This design comes from an exercise in tuning for small area and a short achievable clock period on the open sky130 flow, not from production work.
The RTL was checked by simulation tests, not by an equivalence proof against the original design.

onyx:
## fp_mul_top
module fp_mul_top
(
  input  logic        clk,
  input  logic        reset,
  input  logic [2:0]  r_mode,  
  input  logic [31:0] fp_x,
  input  logic [31:0] fp_y,
  output logic [31:0] fp_z,
  output logic        ovrf,
  output logic        udrf
);
Size: roughly 2,100 cells after synthesis, about 34 flip-flops, roughly 100 I/O pins.
export LEC_CHECK = 0
export ABC_AREA = 1
export CAP_MARGIN = 20
export CORE_MARGIN = 2
export CORE_UTILIZATION = 40
export SETUP_SLACK_MARGIN = 5
export SLEW_MARGIN = 20
create_clock -name core_clock -period 14.5 [get_ports {clk}]
standard.sh (not shown) runs the stock make flow with config.mk's settings and CLKGATE_MAP_FILE= SYNTH_SCRIPT=/design/flow/synth_recipe.tcl, a recipe that flattens the netlist after the stock synthesis.
==> flow/flow/run.sh <==
#!/bin/bash
# Layout flow: the standard flow (standard.sh) with these changes:
#  - synthesis maps the design's fa_cell/ha_cell modules straight to the
#    library's full/half adder cells before flattening (ORFS's synth.tcl with
#    one techmap added after its hierarchy check), and skips Yosys's
#    extract_fa, so the rest of the adders are left to abc;
#  - abc maps with flow/abc.script, when the version has one;
#  - the port buffers are buf_2 cells instead of the default delay buffers;
#  - make variables from flow/extra_vars.txt, when the version has one.
set -euo pipefail
here=$(pwd)

sed -e 's#^hierarchy -check -top \$::env(DESIGN_NAME)$#&\ntechmap -map '"$here"'/flow/adder_cells.v#' \
    -e 's#^  extract_fa {\*}\[dont_use_extract_fa_args\]$#  \# extract_fa skipped#' \
  "$FLOW_HOME/scripts/synth.tcl" > "$here/synth_adders.tcl"
grep -q adder_cells.v "$here/synth_adders.tcl"
grep -q "extract_fa skipped" "$here/synth_adders.tcl"
if [[ -f "$here/flow/abc.script" ]]; then
  sed -i 's#^  log_cmd abc {\*}\$abc_args$#  log_cmd abc {*}[lreplace $abc_args 1 1 '"$here"'/flow/abc.script]#' "$here/synth_adders.tcl"
  grep -q "flow/abc.script" "$here/synth_adders.tcl"
fi
sed 's#source \$::env(SCRIPTS_DIR)/synth.tcl#source '"$here"'/synth_adders.tcl#' \
  "$here/synth_recipe.tcl" > "$here/synth_recipe_adders.tcl"
grep -q synth_adders.tcl "$here/synth_recipe_adders.tcl"
# extra make variables, from flow/extra_vars.txt if present (one NAME=value per line)
extra=""
if [[ -f "$here/flow/extra_vars.txt" ]]; then
  extra=$(grep -E '^[A-Z_]+=[^ ]+$' "$here/flow/extra_vars.txt" | tr '\n' ' ')
fi
sed -e 's#SYNTH_SCRIPT=[^ ]*#SYNTH_SCRIPT='"$here"'/synth_recipe_adders.tcl#' \
    -e 's#"\${@:-finish}"#'"$extra"'"${@:-finish}"#' \
  "$here/standard.sh" > "$here/standard_adders.sh"
grep -q synth_recipe_adders.tcl "$here/standard_adders.sh"

port_buffer=sky130_fd_sc_hd__buf_2
export BUFFER_PORTS_ARGS="-buffer_cell $port_buffer"
bash "$here/standard_adders.sh" > "$here/flow.log" 2>&1
==> flow/flow/abc.script <==
strash
dc2
dch
map -B 0.9
topo
stime -c
buffer -c
upsize -c
dnsize -c
==> flow/flow/adder_cells.v <==
// maps the design's fa_cell and ha_cell modules to the library adder cells
module fa_cell (input a, input b, input ci, output s, output co);
  sky130_fd_sc_hd__fa_1 _TECHMAP_REPLACE_ (.A(a), .B(b), .CIN(ci), .SUM(s), .COUT(co));
endmodule

module ha_cell (input a, input b, output s, output co);
  sky130_fd_sc_hd__ha_1 _TECHMAP_REPLACE_ (.A(a), .B(b), .SUM(s), .COUT(co));
endmodule
Edits applied to the flow inputs when going from onyx to juniper:
--- a/flow/design.v
+++ b/flow/design.v
@@ -1588,23 +1588,25 @@
 endmodule
 module ha_cell (input logic a, input logic b, output logic s, output logic co);
   assign s  = a ^ b;
   assign co = a & b;
 endmodule
 module norm_round
 (
   input  logic [47:0] sum_a,
   input  logic [47:0] sum_b,
   input  logic        sign_z,
   input  logic [2:0]  r_mode,  
-  output logic [22:0] frac_z,
+  output logic [22:0] frac0,   
+  output logic [22:0] frac1,   
+  output logic        msb,     
   output logic        renorm
 );
   logic [20:0] lg [0:5];
   logic [20:0] lp [0:5];
   logic        c21;
   assign lg[0] = sum_a[20:0] & sum_b[20:0];
   assign lp[0] = sum_a[20:0] ^ sum_b[20:0];
   for (genvar l = 0; l < 5; l++) begin : g_llvl
     for (genvar i = 0; i < 21; i++) begin : g_lbit
       if (((i >> l) & 1) == 1) begin : g_op
         assign lg[l+1][i] = lg[l][i] | (lp[l][i] & lg[l][((i >> l) << l) - 1]);
@@ -1665,41 +1667,41 @@
     assign c23  = (sum_a[22] & sum_b[22]) | (c22 & (sum_a[22] | sum_b[22]));
     assign p23  = sum_a[23] ^ sum_b[23] ^ c23;
     assign c24  = (sum_a[23] & sum_b[23]) | (c23 & (sum_a[23] | sum_b[23]));
     assign p24  = h[0] ^ c24;
     assign inc0 = round_inc(r_mode, sign_z, p23, p22, p21, st0);
     assign inc1 = round_inc(r_mode, sign_z, p24, p23, p22, st0 | p21);
     assign t0   = p23 & inc0;  
     assign dec[ci] = {c24, c24 ^ t0, c24 & t0, c24 ^ inc1, c24 & inc1, p23 ^ inc0};
   end
   logic       c24, s0u1, s0u2, s1u1, s1u2, lsb0;
   assign {c24, s0u1, s0u2, s1u1, s1u2, lsb0} = c21 ? dec[1] : dec[0];
-  logic pick0, pick1, low0, low1, msb;
+  logic pick0, pick1, low0, low1;
   assign pick0 = s0u2 | (s0u1 & h[0]);
   assign pick1 = s1u2 | (s1u1 & h[0]);
   assign low0  = h[0] ^ (s0u1 & ~s0u2);
   assign low1  = h[0] ^ (s1u1 & ~s1u2);
   assign msb   = (c24 & h[0]) ? w1[23] : w0[23];
-  logic [22:0] r0, r1;  
-  assign r1 = {pick1 ? w1[22:1] : w0[22:1], low1};
-  assign r0 = {pick0 ? w1[21:1] : w0[21:1], low0, lsb0};
-  assign frac_z = msb ? r1 : r0;
+  assign frac1  = {pick1 ? w1[22:1] : w0[22:1], low1};
+  assign frac0  = {pick0 ? w1[21:1] : w0[21:1], low0, lsb0};
   assign renorm = pick0 ? w1[23] : w0[23];
 endmodule
 module exp_exc_pack
 (
   input  logic        clk,
   input  logic        reset,
   input  logic [31:0] fp_x,
   input  logic [31:0] fp_y,
-  input  logic [22:0] frac_z,
+  input  logic [22:0] frac0,   
+  input  logic [22:0] frac1,   
+  input  logic        msb,     
   input  logic        renorm,
   output logic [31:0] fp_z,
   output logic        ovrf,
   output logic        udrf
 );
   logic [7:0] ex, ey;
   logic [8:0] esum;
   logic       sign_z;
   logic       x_max, y_max, x_zer, y_zer, x_fnz, y_fnz;
   logic       is_nan, inf_op, zer_op;
   logic       ovrf0, ovrf1, udrf0, udrf1;
@@ -1729,24 +1731,26 @@
   logic [8:0] top0, top1;  
   assign inf0 = inf_op | ovrf0;
   assign inf1 = inf_op | ovrf1;
   assign zer0 = zer_op | udrf0;
   assign zer1 = zer_op | udrf1;
   assign spc0 = is_nan | inf0 | zer0;
   assign spc1 = is_nan | inf1 | zer1;
   assign top0 = is_nan ? 9'h0FF : inf0 ? {sign_z, 8'hFF} : zer0 ? {sign_z, 8'h00} : {sign_z, exp0};
   assign top1 = is_nan ? 9'h0FF : inf1 ? {sign_z, 8'hFF} : zer1 ? {sign_z, 8'h00} : {sign_z, exp1};
   assign ovrf_n = renorm ? ovrf1 : ovrf0;
   assign udrf_n = renorm ? udrf1 : udrf0;
-  assign result = {renorm ? top1 : top0,
-                   (renorm ? spc1 : spc0) ? {is_nan, 22'h0} : frac_z};
+  logic [22:0] fz0, fz1;
+  assign fz0 = {is_nan, 22'h0} | ({23{~spc0}} & frac0);
+  assign fz1 = {is_nan, 22'h0} | ({23{~spc1}} & frac1);
+  assign result = {renorm ? top1 : top0, msb ? fz1 : fz0};
   always_ff @(posedge clk) begin
     if (reset) begin
       fp_z <= '0;
       ovrf <= 1'b0;
       udrf <= 1'b0;
     end else begin
       fp_z <= result;
       ovrf <= ovrf_n;
       udrf <= udrf_n;
     end
   end
@@ -1755,41 +1759,45 @@
 (
   input  logic        clk,
   input  logic        reset,
   input  logic [2:0]  r_mode,  
   input  logic [31:0] fp_x,
   input  logic [31:0] fp_y,
   output logic [31:0] fp_z,
   output logic        ovrf,
   output logic        udrf
 );
   logic [47:0] sum_a, sum_b;
-  logic [22:0] frac_z;
-  logic        renorm;
+  logic [22:0] frac0, frac1;
+  logic        msb, renorm;
   logic        sign_z;
   assign sign_z = fp_x[31] ^ fp_y[31];
   sig_multiplier sig_multiplier_inst (
     .sig_x ({1'b1, fp_x[22:0]}),  
     .sig_y ({1'b1, fp_y[22:0]}),
     .sum_a (sum_a),
     .sum_b (sum_b)
   );
   norm_round norm_round_inst (
     .sum_a  (sum_a),
     .sum_b  (sum_b),
     .sign_z (sign_z),
     .r_mode (r_mode),
-    .frac_z (frac_z),
+    .frac0  (frac0),
+    .frac1  (frac1),
+    .msb    (msb),
     .renorm (renorm)
   );
   exp_exc_pack exp_exc_pack_inst (
     .clk    (clk),
     .reset  (reset),
     .fp_x   (fp_x),
     .fp_y   (fp_y),
-    .frac_z (frac_z),
+    .frac0  (frac0),
+    .frac1  (frac1),
+    .msb    (msb),
     .renorm (renorm),
     .fp_z   (fp_z),
     .ovrf   (ovrf),
     .udrf   (udrf)
   );
 endmodule
Notes after the runs:
Both conditions hold for juniper: the flow ran to the end and the final layout passed the timing, DRC and antenna checks.
On largest stage delay on the critical path, onyx tracks juniper almost exactly.
[juniper] fraction of synthesized cell area in xor and xnor cells fell 0.36 points relative to onyx
NOTE number of cell rows onyx->juniper increased slightly
Of juniper and onyx, the run reporting the higher post-placement worst setup slack was juniper.
Across both runs, number of non-clock buffers in the layout was lower for juniper than for onyx.
Against onyx, juniper comes in 21 lower on total of cells resized after clock tree synthesis.
juniper — multi-input gate area in the final layout 4.3% lower, onyx as reference
Taking onyx as the reference, in juniper starting density of the core held steady, clock period minus worst slack went down 0.033 ns.
A highest metal layer used by the detailed router of met5 is what juniper shows, while met4 belongs to onyx.
Of juniper and onyx, the higher tightest hold margin belongs to juniper.
juniper vs onyx, worst setup path endpoint: exp_exc_pack_inst.fp_z[23] vs exp_exc_pack_inst.fp_z[24]
Height of the die went up slightly going from onyx to juniper.
Register share of the cell area: juniper and onyx compared, lower one is onyx

-- re-timing with driven ports --
The flow's constraints put no driver on any port. The routed layouts listed below were extracted and timed again, unchanged, in two steps. Step 1 assumes that a clkbuf_16 drives the clock port and a buf_2 every other input. Step 2 times the ports against the registers' clock, not the clock port: input delays grow and output delays shrink by t, the midpoint of the rising clock arrivals with the driver on. a / b / c = ideal ports / drivers / drivers and shift; a / b = the first two.
run	shift t [ns]	setup slack, ns	latest minus earliest clock arrival (ns)
onyx	0.323	5.158 / 5.148 / 4.825	0.011 / 0.010
juniper	0.301	5.191 / 5.196 / 4.895	0.005 / 0.005
After both steps setup and hold are still met in every run listed. The setup slack of onyx, which loses most, moves by -0.010 ns with the drivers and by -0.333 ns with both steps.
